Background: an optimization exercise with open tools, aiming at small area and a short achievable clock period. Do not read the settings as production practice.
In this exercise RTL edits were held to simulation tests only and were not proved equivalent to the original.

== v47 ==
## ddc_core
module ddc_core
(
    input  logic        ADC_CLK,
    input  logic        RST_N,
    input  logic [11:0] ADC_IN,
    input  logic        ENC_SW,
    input  logic        ENC_DIR,
    input  logic        ENC_CNT,
    input  logic        ENC_CLK,
    input  logic        DATA_ACK,
    output logic [15:0] OUT,
    output logic        DATA_RDY
);
==> flow/config.mk <==
export PLATFORM = sky130hd
export DESIGN_NAME = ddc_core
export DESIGN_NICKNAME = ddc_core
export VERILOG_FILES = /design/flow/design.v
export SDC_FILE = /design/flow/constraint.sdc
export NUM_CORES = 4
export LEC_CHECK = 0
export ABC_AREA = 1
export CAP_MARGIN = 20
export CORE_MARGIN = 2
export CORE_UTILIZATION = 40
export CTS_BUF_LIST = sky130_fd_sc_hd__clkbuf_8 sky130_fd_sc_hd__clkbuf_16
export CTS_CLUSTER_DIAMETER = 50
export CTS_CLUSTER_SIZE = 24
export SLEW_MARGIN = 20
==> flow/constraint.sdc <==
create_clock -name core_clock -period 8.0 [get_ports {ADC_CLK}]
set_input_delay 1.6000 -clock core_clock [delete_from_list [all_inputs] [get_ports {ADC_CLK}]]
set_output_delay 1.6000 -clock core_clock [all_outputs]
set_load 0.01 [all_outputs]
standard.sh (not shown) runs the stock make flow with config.mk's settings and CLKGATE_MAP_FILE= SYNTH_SCRIPT=/design/flow/synth_recipe.tcl, a recipe that flattens the netlist after the stock synthesis.
==> flow/flow/run.sh <==
#!/bin/bash
# Own layout flow: the standard ORFS flow (standard.sh, unchanged synthesis script and
# constraints) with a few extra ORFS settings:
#  - port buffers are buf_4 cells instead of the default pick,
#  - the resizer may swap cells across footprints,
#  - timing repair aims at a larger setup margin.
set -euo pipefail
bash standard.sh \
  "SETUP_SLACK_MARGIN=${MARGIN:-5.25}" \
  "MATCH_CELL_FOOTPRINT=0" \
  "BUFFER_PORTS_ARGS=-buffer_cell sky130_fd_sc_hd__buf_4" \
  finish > standard_flow.log 2>&1
The inputs of v43 differ from those of v47 as listed below.
Settings: removing CTS_BUF_LIST (formerly sky130_fd_sc_hd__clkbuf_8 sky130_fd_sc_hd__clkbuf_16); removing CTS_CLUSTER_SIZE (formerly 24); setting PLACE_DENSITY to 0.75 for the first time; removing CTS_CLUSTER_DIAMETER (formerly 50); changing CORE_UTILIZATION from 40 to 60.
### Flow results
Taking v47 as the reference, in v43 site row count went down; sequential cell area share went up; routability congestion estimate went up.
#### Input delta (v16 over v43)
Settings: SETUP_SLACK_MARGIN newly set to 5.
==> flow/run.sh (new file) <==
#!/bin/bash
# synth_recipe.tcl (not shown) runs the flow's synth.tcl, then flattens the netlist and writes it again
# the make line also repeats each setting of config.mk as NAME=value (left out here)
make -C /OpenROAD-flow-scripts/flow DESIGN_CONFIG=/design/flow/config.mk WORK_HOME=/design/flow/orfs CLKGATE_MAP_FILE= SYNTH_SCRIPT=/design/flow/synth_recipe.tcl finish
removed: flow/flow/run.sh
removed: flow/standard.sh
Findings:
On minimum period implied by the final worst setup slack: v16 sits above v43.
v16 ended up with a higher sequential cell area share than v43 did.
Between v16 and v43, the difference in clock latency of the later-clocked register in the worst-skew pair is negligible.
From v43 to v16 the numbers moved as follows: final period utilization climbed 1.8 points, via count dropped 1.8%.
v16 vs v43, capturing element of the worst setup path: mb_q1[8] vs mk1_q1
The following lists how v10 was set up differently from v16:
Settings: changing CORE_UTILIZATION from 60 to 40; removing SETUP_SLACK_MARGIN (formerly 5); setting CTS_CLUSTER_SIZE to 30 for the first time; removing PLACE_DENSITY (formerly 0.75); setting CTS_CLUSTER_DIAMETER to 80 for the first time.
==> flow/flow/run.sh (new file) <==
#!/bin/bash
# Own layout flow: the standard ORFS flow (standard.sh, unchanged synthesis script and
# constraints) with a few extra ORFS settings:
#  - port buffers are buf_4 cells instead of the default pick,
#  - the resizer may swap cells across footprints,
#  - timing repair aims at a larger setup margin.
set -euo pipefail
bash standard.sh \
  "SETUP_SLACK_MARGIN=${MARGIN:-5.25}" \
  "MATCH_CELL_FOOTPRINT=0" \
  "BUFFER_PORTS_ARGS=-buffer_cell sky130_fd_sc_hd__buf_4" \
  finish > standard_flow.log 2>&1
==> flow/standard.sh (new file) <==
#!/bin/bash
# synth_recipe.tcl (not shown) runs the flow's synth.tcl, then flattens the netlist and writes it again
# the make line also repeats each setting of config.mk as NAME=value (left out here)
make -C /OpenROAD-flow-scripts/flow DESIGN_CONFIG=/design/flow/config.mk WORK_HOME=/design/flow/orfs CLKGATE_MAP_FILE= SYNTH_SCRIPT=/design/flow/synth_recipe.tcl "${@:-finish}"
removed: flow/run.sh
### Flow results
- On minimum clock period: v10 sits below v16.
- Kind of critical path = flip-flop to flip-flop: v16; kind of critical path = flip-flop to output port: v10
- v16 → v10: data required time at the worst endpoint fell by 2.08 ns; worst setup slack climbed 0.17 ns; post-layout instance area rose 3.3%.
- Higher count of clock-buffer cells in the layout among v16 and v10: v16
- Summary — initial core utilization, v10 relative to v16: lower, by 20 points.
### v10 -> v3
Settings: removing CTS_CLUSTER_DIAMETER (formerly 80); removing CTS_CLUSTER_SIZE (formerly 30).
--- a/flow/flow/run.sh
+++ b/flow/flow/run.sh
@@ -9 +9 @@
-  "SETUP_SLACK_MARGIN=${MARGIN:-5.25}" \
+  "SETUP_SLACK_MARGIN=${MARGIN:-5.4}" \
## What came out
Per the comparison of v3 with v10, count of non-filler cells in the finished layout now sits higher; number of setup buffers added after CTS now sits higher. [compare] base=v10 new=v3: count of fill cells added during filler insertion went down by 426, detailed-route wire length went up by about 7%, core utilization went up by 3.9 points, share of the cycle needed by the critical path after routing went up by 0.35 points, number of cells in the design after placement was more or less identical. v3 -> v10: number of antenna cells inserted flat. The start point of the critical path comes out out_q[1] in one run and rdy_q in the other, namely in v3 and v10 respectively. Highest attainable clock frequency delta for v3 relative to v10: about 1% lower.
Input changes introduced in v35 (baseline for comparison: v3):
Settings: an added CTS_CLUSTER_SIZE of 20; an added CTS_CLUSTER_DIAMETER of 60.
--- a/flow/flow/run.sh
+++ b/flow/flow/run.sh
@@ -9 +9 @@
-  "SETUP_SLACK_MARGIN=${MARGIN:-5.4}" \
+  "SETUP_SLACK_MARGIN=${MARGIN:-5.25}" \
### Flow results
- Summary: final instance area, v35 better than v3
- v35 has layout overhead on the synthesized area below what v3 had.
- STATUS relative slew slack: v35 wins against v3
- Minimum setup slack after placement in v35 is 0.020 ns above v3.
- Going from v3 to v35, inverter count shrank slightly.
- Maximum frequency (v35 vs. v3) increases by a few percent

---

Another version of the RTL of ddc_core (not shown whole).
Size in the first run: ~4900 cells after synthesis, about 0.042 mm^2 of cells after synthesis.
export LEC_CHECK = 0
export ABC_AREA = 1
export CAP_MARGIN = 20
export CORE_MARGIN = 2
export CORE_UTILIZATION = 40
export CTS_CLUSTER_DIAMETER = 75
export CTS_CLUSTER_SIZE = 26
export SLEW_MARGIN = 20
create_clock -name core_clock -period 8.0 [get_ports {ADC_CLK}]
==> flow/flow/run.sh <==
#!/bin/bash
# Own layout flow: the standard ORFS flow (standard.sh, unchanged synthesis script and
# constraints) with a few extra ORFS settings:
#  - port buffers are buf_4 cells instead of the default pick,
#  - the resizer may swap cells across footprints,
#  - timing repair aims at a larger setup margin.
set -euo pipefail
bash standard.sh \
  "SETUP_SLACK_MARGIN=${MARGIN:-5.2}" \
  "MATCH_CELL_FOOTPRINT=0" \
  "BUFFER_PORTS_ARGS=-buffer_cell sky130_fd_sc_hd__buf_4" \
  finish > standard_flow.log 2>&1
Then changed:
--- a/flow/flow/run.sh
+++ b/flow/flow/run.sh
@@ -9 +9 @@
-  "SETUP_SLACK_MARGIN=${MARGIN:-5.2}" \
+  "SETUP_SLACK_MARGIN=${MARGIN:-5.15}" \
Outcome: The changed run went through all stages and came out clean; count of clock-buffer cells in the layout shrinks by 1; via count shrinks by 1.0%; cell area shrinks by 1.2%; global-route usage is about the same; register-to-register slack gets better by 20 ps; sequential share of layout area grows by 0.37 points; hold slack gets worse by 26 ps; routed wire length shrinks by 0.98%; synthesized area is unchanged.
Then changed:
--- a/flow/flow/run.sh
+++ b/flow/flow/run.sh
@@ -9 +9 @@
-  "SETUP_SLACK_MARGIN=${MARGIN:-5.15}" \
+  "SETUP_SLACK_MARGIN=${MARGIN:-5.25}" \
Via count went up by a few percent.
Register-to-register slack stays flat.
Maximum frequency decreases slightly.
Die area does not change.
Clock-buffer cell count went down by 1.
Then changed:
--- a/flow/flow/run.sh
+++ b/flow/flow/run.sh
@@ -9 +9 @@
-  "SETUP_SLACK_MARGIN=${MARGIN:-5.25}" \
+  "SETUP_SLACK_MARGIN=${MARGIN:-5.05}" \
Critical path depth came out higher by 7.
Die area stays the same.
Via count shrinks by a few percent.
Final area went down by a few percent.
Register-to-register slack degrades by 80 ps.

---

ddc_core, a different RTL version from the one above (not shown whole).
For scale: roughly 0.043 mm² of cells after synthesis.
export LEC_CHECK = 0
export ABC_AREA = 1
export CAP_MARGIN = 10
export CORE_MARGIN = 2
export CORE_UTILIZATION = 40
export CTS_CLUSTER_DIAMETER = 75
export CTS_CLUSTER_SIZE = 26
export SLEW_MARGIN = 10
create_clock -name core_clock -period 8.0 [get_ports {ADC_CLK}]
==> flow/flow/run.sh <==
#!/bin/bash
# Own layout flow: the standard ORFS flow (standard.sh, unchanged synthesis script and
# constraints) with a few extra ORFS settings:
#  - port buffers are buf_4 cells instead of the default pick,
#  - the resizer may swap cells across footprints,
#  - timing repair aims at a larger setup margin.
set -euo pipefail
bash standard.sh \
  "SETUP_SLACK_MARGIN=${MARGIN:-5.25}" \
  "MATCH_CELL_FOOTPRINT=0" \
  "BUFFER_PORTS_ARGS=-buffer_cell sky130_fd_sc_hd__buf_4" \
  finish > standard_flow.log 2>&1
Change:
--- a/flow/flow/run.sh
+++ b/flow/flow/run.sh
@@ -8,3 +8,3 @@
 bash standard.sh \
-  "SETUP_SLACK_MARGIN=${MARGIN:-5.25}" \
+  "SETUP_SLACK_MARGIN=${MARGIN:-5.15}" \
   "MATCH_CELL_FOOTPRINT=0" \
CAP_MARGIN = 20   (was 10)
SLEW_MARGIN = 20   (was 10)
Critical path depth rose by 7.
Fmax falls by 2.0%.
Cell count went down by 1.3%.
Wire length shrinks by 2.8%.
Setup slack degrades by 0.059 ns.

---

== build 54 ==
ddc_core again, from the RTL that the note above started with.
==> flow/config.mk <==
export PLATFORM = sky130hd
export DESIGN_NAME = ddc_core
export DESIGN_NICKNAME = ddc_core
export VERILOG_FILES = /design/flow/design.v
export SDC_FILE = /design/flow/constraint.sdc
export NUM_CORES = 4
export LEC_CHECK = 0
export ABC_AREA = 1
export CAP_MARGIN = 20
export CORE_MARGIN = 2
export CORE_UTILIZATION = 40
export CTS_CLUSTER_DIAMETER = 75
export CTS_CLUSTER_SIZE = 26
export PLACE_DENSITY = 0.7
export SLEW_MARGIN = 20
==> flow/constraint.sdc <==
create_clock -name core_clock -period 8.0 [get_ports {ADC_CLK}]
set_input_delay 1.6000 -clock core_clock [delete_from_list [all_inputs] [get_ports {ADC_CLK}]]
set_output_delay 1.6000 -clock core_clock [all_outputs]
set_load 0.01 [all_outputs]
==> flow/flow/run.sh <==
#!/bin/bash
# Own layout flow: the standard ORFS flow (standard.sh, unchanged synthesis script and
# constraints) with a few extra ORFS settings:
#  - port buffers are buf_4 cells instead of the default pick,
#  - the resizer may swap cells across footprints,
#  - timing repair aims at a larger setup margin.
set -euo pipefail
bash standard.sh \
  "SETUP_SLACK_MARGIN=${MARGIN:-5.25}" \
  "MATCH_CELL_FOOTPRINT=0" \
  "BUFFER_PORTS_ARGS=-buffer_cell sky130_fd_sc_hd__buf_4" \
  finish > standard_flow.log 2>&1
Input-level comparison between build 98 and build 54:
Settings: PLACE_DENSITY no longer set, was 0.7; CTS_CLUSTER_SIZE now 20, was 26; CTS_CLUSTER_DIAMETER now 60, was 75.
## What came out
Build 54 tops out at a lower clock frequency than build 98. Higher final design utilization among build 54 and build 98: build 98. [compare] base=build 54 new=build 98: average via count per standard cell went down; setup slack went up by 31 ps; half-perimeter wire length after detailed placement up about 2.2%. First-pass GRT wire length of build 98 exceeds that of build 54 by a few percent.
--- input diff build 98..build 49 ---
Settings: CTS_CLUSTER_SIZE changed from 20 to 26; CTS_CLUSTER_DIAMETER changed from 60 to 75.
## What came out
- Of build 98 and build 49, the lower largest incremental delay on the critical path belongs to build 49.
- Taking build 98 as the reference point, the number of buffers inserted by post-CTS setup repair of build 49 rises by 4.
- Number of standard cells in the layout, taps in and fillers out, build 98 and build 49: lower on build 49
- Summed area of non-filler cells in the final layout: build 49 vs build 98 down 1.7%
- Build 49 reports its type of the worst setup path as reg -> out while build 98 reports reg -> reg.
- Portion of the layout cell area used by non-clock buffers essentially unchanged between build 98 and build 49.

---

Another version of the RTL of ddc_core (not shown whole).
For scale: roughly 4800 cells after synthesis, about 600 flip-flops.
==> flow/design.v (excerpt) <==
module ddc_core
(
    input  logic        ADC_CLK,
    input  logic        RST_N,
    input  logic [11:0] ADC_IN,
    input  logic        ENC_SW,
    input  logic        ENC_DIR,
    input  logic        ENC_CNT,
    input  logic        ENC_CLK,
    input  logic        DATA_ACK,
    output logic [15:0] OUT,
    output logic        DATA_RDY
);
Settings: LEC_CHECK=0, ABC_AREA=1, CAP_MARGIN=20, CORE_MARGIN=2, CORE_UTILIZATION=40, CTS_CLUSTER_DIAMETER=75, CTS_CLUSTER_SIZE=26, SLEW_MARGIN=20; clock period 8.0 ns.
Scripts as last shown in full above: flow/flow/run.sh
Then changed:
--- a/flow/flow/run.sh
+++ b/flow/flow/run.sh
@@ -7,5 +7,5 @@
 set -euo pipefail
 bash standard.sh \
-  "SETUP_SLACK_MARGIN=${MARGIN:-5.25}" \
+  "SETUP_SLACK_MARGIN=${MARGIN:-5.05}" \
   "MATCH_CELL_FOOTPRINT=0" \
   "BUFFER_PORTS_ARGS=-buffer_cell sky130_fd_sc_hd__buf_4" \
- worst setup slack loses 35 ps
- core utilization came out lower by 1.8 points
- fmax went down by 1.2%
Then changed:
--- a/flow/flow/run.sh
+++ b/flow/flow/run.sh
@@ -7,5 +7,5 @@
 set -euo pipefail
 bash standard.sh \
-  "SETUP_SLACK_MARGIN=${MARGIN:-5.05}" \
+  "SETUP_SLACK_MARGIN=${MARGIN:-4.9}" \
   "MATCH_CELL_FOOTPRINT=0" \
   "BUFFER_PORTS_ARGS=-buffer_cell sky130_fd_sc_hd__buf_4" \
Outcome: The changed run completed without violations; routed wire length goes down by 0.86%; via count goes down by about 1.3%; hold slack gets worse by 13 ps; area after synthesis stays the same.

---

ddc_core, a different RTL version from the one above (not shown whole).
For scale: roughly 5,800 cells after synthesis, roughly 47,000 um^2 of cells after synthesis.
Settings: LEC_CHECK=0, ABC_AREA=1, CAP_MARGIN=20, CORE_MARGIN=2, CORE_UTILIZATION=40, SETUP_SLACK_MARGIN=5, SLEW_MARGIN=20; clock period 8.0 ns.
run.sh (not shown) runs the stock make flow with config.mk's settings and CLKGATE_MAP_FILE= SYNTH_SCRIPT=/design/flow/synth_recipe.tcl, a recipe that flattens the netlist after the stock synthesis.
Stock flow here: none of the scripts above is used.
Then changed:
--- a/flow/config.mk
+++ b/flow/config.mk
@@ -12 +12 @@
-export SETUP_SLACK_MARGIN = 5
+export SETUP_SLACK_MARGIN = 4
=> The changed run completed without violations. Sequential cell count does not change. Wire length shrinks by 0.79%. Die area is unchanged. Clock-buffer cell count does not change. Critical path depth grows by 3. Clock skew hardly moves. Non-clock buffer count shrinks by 42. Synthesized cell count does not change.

==> afterwards: timing with drivers on the ports <==
The flow's constraints put no driver on any port. The routed layouts listed below were extracted and timed again, unchanged, in two steps.
Step 1: set_driving_cell puts a clkbuf_16 on ADC_CLK and a buf_2 on each other input, an assumption about the parent block.
Step 2, shift: input delay + t, output delay - t, t = (earliest + latest rising clock arrival at the registers) / 2. This alone moves slack from input paths to output paths.
a / b / c = ideal / step 1 / step 2; a / b = the first two.
run	shift t [ns]	setup slack, ns	hold WS [ns]	worst register clock-pin slew, ns	worst data-port slew with drivers (ns)
v47	0.720	5.189 / 5.126 / 4.796	0.346 / 0.346 / 0.346	0.06 / 0.06	0.07
v43	0.683	5.158 / 5.136 / 4.803	0.347 / 0.347 / 0.347	0.06 / 0.06	0.06
v16	0.680	5.015 / 4.963 / 4.515	0.347 / 0.347 / 0.347	0.07 / 0.07	0.06
v10	0.702	5.188 / 5.124 / 4.807	0.354 / 0.354 / 0.354	0.12 / 0.12	0.07
v3	0.708	5.160 / 5.096 / 4.876	0.344 / 0.344 / 0.344	0.06 / 0.06	0.08
v35	0.695	5.216 / 5.152 / 4.787	0.346 / 0.346 / 0.346	0.08 / 0.08	0.07
the first run of note 2	0.677	5.192 / 5.125 / 4.843	0.353 / 0.353 / 0.353	0.11 / 0.11	0.05
the second run of note 2	0.675	5.195 / 5.126 / 4.818	0.327 / 0.327 / 0.327	0.10 / 0.10	0.05
the third run of note 2	0.679	5.181 / 5.115 / 4.911	0.351 / 0.351 / 0.351	0.11 / 0.11	0.06
the fourth run of note 2	0.679	5.123 / 5.105 / 4.760	0.335 / 0.335 / 0.335	0.10 / 0.10	0.08
the first run of note 3	0.689	5.191 / 5.124 / 4.840	0.350 / 0.350 / 0.350	0.10 / 0.10	0.06
the second run of note 3	0.688	5.132 / 5.132 / 4.817	0.355 / 0.355 / 0.355	0.10 / 0.10	0.05
build 54	0.709	5.183 / 5.118 / 4.857	0.353 / 0.353 / 0.353	0.10 / 0.10	0.07
build 98	0.688	5.213 / 5.162 / 4.865	0.348 / 0.348 / 0.348	0.08 / 0.08	0.06
build 49	0.689	5.191 / 5.124 / 4.840	0.350 / 0.350 / 0.350	0.10 / 0.10	0.06
the first run of note 5	0.705	5.181 / 5.113 / 4.861	0.338 / 0.338 / 0.338	0.10 / 0.10	0.05
the second run of note 5	0.679	5.146 / 5.128 / 4.734	0.352 / 0.352 / 0.352	0.10 / 0.10	0.07
the third run of note 5	0.677	4.976 / 4.976 / 4.669	0.339 / 0.339 / 0.339	0.11 / 0.11	0.05
the first run of note 6	0.711	5.053 / 4.991 / 4.423	0.346 / 0.346 / 0.346	0.06 / 0.06	0.07
the second run of note 6	0.710	4.427 / 4.427 / 4.267	0.346 / 0.346 / 0.346	0.06 / 0.06	0.07
After both steps every run listed still meets setup and hold. For the first run of note 6, which loses most, drivers alone change the setup slack by -0.062 ns; drivers and shift together by -0.630 ns. The worst setup slack also covers recovery checks on asynchronous resets.
